This design comes from an exercise in tuning for small area on the open sky130 flow, not from production work. Only simulation tests tie the RTL to the original design; equivalence was not proved. Power figures rest on the tool's default switching activity, not on a simulated workload.

## mesh_router
module mesh_router #(
    parameter int HOP_X_LSB = 52,
    parameter int HOP_Y_LSB = 48
) (
    input  logic                  clk,
    input  logic                  reset,
    input  router_pkg::port_vec_t send_i,
    input  logic [router_pkg::NUM_PORTS*router_pkg::FLIT_W-1:0] data_i,
    input  router_pkg::port_vec_t ready_i,
    output router_pkg::port_vec_t ready_o,
    output router_pkg::port_vec_t send_o,
    output logic [router_pkg::NUM_PORTS*router_pkg::FLIT_W-1:0] data_o,
    output logic                  polarity_o
);
clock: 6.0 ns
lec_check: 0
cap_margin: 20
core_margin: 2
core_utilization: 40
place_density: 0.5
slew_margin: 20
standard.sh (not shown) runs the stock make flow with config.mk's settings and CLKGATE_MAP_FILE= SYNTH_SCRIPT=/design/flow/synth_recipe.tcl, a recipe that flattens the netlist after the stock synthesis.
==> flow/flow/run.sh <==
#!/bin/bash
# Layout flow: the standard flow, with
# - synthesis as standard.sh runs it, except that ABC maps the logic with an
#   area-recovering script (flow/abc_area.script) instead of ORFS's,
# - the smallest buffer (buf_1) on every input and output port,
# - clock tree from clkbuf_4 (default clustering), without dummy loads.
set -euo pipefail
here=$(pwd)
rm -rf "$here/scripts_mod"
cp -r "$FLOW_HOME/scripts" "$here/scripts_mod"
cp "$here/flow/abc_area.script" "$here/scripts_mod/abc_area.script"
bash standard.sh \
  "SCRIPTS_DIR=$here/scripts_mod" \
  ABC_AREA=1 \
  "BUFFER_PORTS_ARGS=-buffer_cell sky130_fd_sc_hd__buf_1" \
  "CTS_ARGS=-sink_clustering_enable -repair_clock_nets -buf_list sky130_fd_sc_hd__clkbuf_4 -dont_use_dummy_load" \
  finish > flow_make.log 2>&1
==> flow/flow/abc_area.script <==
&get -n
&st
&syn2
&dch -f
&nf -R 1000
&st
&syn2
&dch -f
&nf -R 1000
&put
Change:
==> flow/flow/abc_area.script (replaced) <==
&get -n
&st
&syn2
&dch -f
&nf -R 1000
&put
Result:
- The changed run ran to the end with no violations
- utilization barely changes
- via count drops by 0.46%
- routed wire length climbs by 0.52%
- cell count hardly moves
- clock-buffer cell count drops by 2
- worst setup slack gains 0.033 ns
- clock skew climbs by 0.016 ns
- register-to-register slack gains 0.03 ns
- power stays flat
- final area stays flat
Change:
--- a/flow/flow/run.sh
+++ b/flow/flow/run.sh
@@ -6 +6 @@
-# - clock tree from clkbuf_4 (default clustering), without dummy loads.
+# - clock tree from clkbuf_16 (default clustering), without dummy loads.
@@ -16 +16 @@
-  "CTS_ARGS=-sink_clustering_enable -repair_clock_nets -buf_list sky130_fd_sc_hd__clkbuf_4 -dont_use_dummy_load" \
+  "CTS_ARGS=-sink_clustering_enable -repair_clock_nets -buf_list sky130_fd_sc_hd__clkbuf_16 -dont_use_dummy_load" \
After rerunning:
- The new run completed with no timing, DRC or antenna violations
- cell area rose by about 1.6%
- core utilization rises by 0.72 points
- count of clock-buffer cells in the layout drops by 213
- sequential power stays flat
- clock power goes up by about 22%
- via count drops by about 3.6%
- sequential cell count stays the same
- wire length shrinks by 1.1%
- setup slack improves by 0.073 ns
- worst hold slack improved by 0.11 ns
Change:
--- a/flow/flow/run.sh
+++ b/flow/flow/run.sh
@@ -6 +6 @@
-# - clock tree from clkbuf_16 (default clustering), without dummy loads.
+# - clock tree from clkbuf_4 (default clustering), without dummy loads.
@@ -16 +16 @@
-  "CTS_ARGS=-sink_clustering_enable -repair_clock_nets -buf_list sky130_fd_sc_hd__clkbuf_16 -dont_use_dummy_load" \
+  "CTS_ARGS=-sink_clustering_enable -repair_clock_nets -buf_list sky130_fd_sc_hd__clkbuf_4 -dont_use_dummy_load" \
==> flow/flow/abc_area.script (replaced) <==
&get -n
&st
&syn2
&dch -f
&nf -R 1000
&st
&syn2
&dch -f
&nf -R 1000
&put
- CAP_MARGIN: 20 -> 10
- SLEW_MARGIN: 20 -> 10
After rerunning: The changed run produced a clean layout; total power came out lower by 6.9%; flip-flop and latch count does not change; worst hold slack degrades by 0.13 ns; worst setup slack gets worse by 0.14 ns; clock power drops by 18%; non-clock buffer count came out lower by 2; fmax drops by 3.4%; synthesized cell count stays flat; routed wire length increases by 0.58%.

==> separate check: timing with driven ports <==
Ports are ideal in the flow. The routed layouts listed here were re-timed in OpenROAD.
Step 1 sets driving cells, clkbuf_16 on the clock port and buf_2 on the other inputs (assumed; they add their load-dependent delay and slew).
Step 2 adds t to the input delays and takes it off the output delays; t is the mean of the earliest and latest rising clock arrival at the registers after step 1. Input paths then give back, and output paths get back, about the clock's delay inside the block.
Slacks: no drivers / after step 1 / after step 2; pairs: no drivers / after step 1.
run	t, ns	slack for setup (ns)	worst setup path after step 2
the first run	1.228	1.846 / 1.846 / 1.846	register to register
the second run	1.202	1.878 / 1.878 / 1.878	register to register
the third run	0.790	1.951 / 1.951 / 1.951	register to register
the fourth run	1.224	1.808 / 1.808 / 1.808	register to register
After both steps every run listed still meets setup and hold.
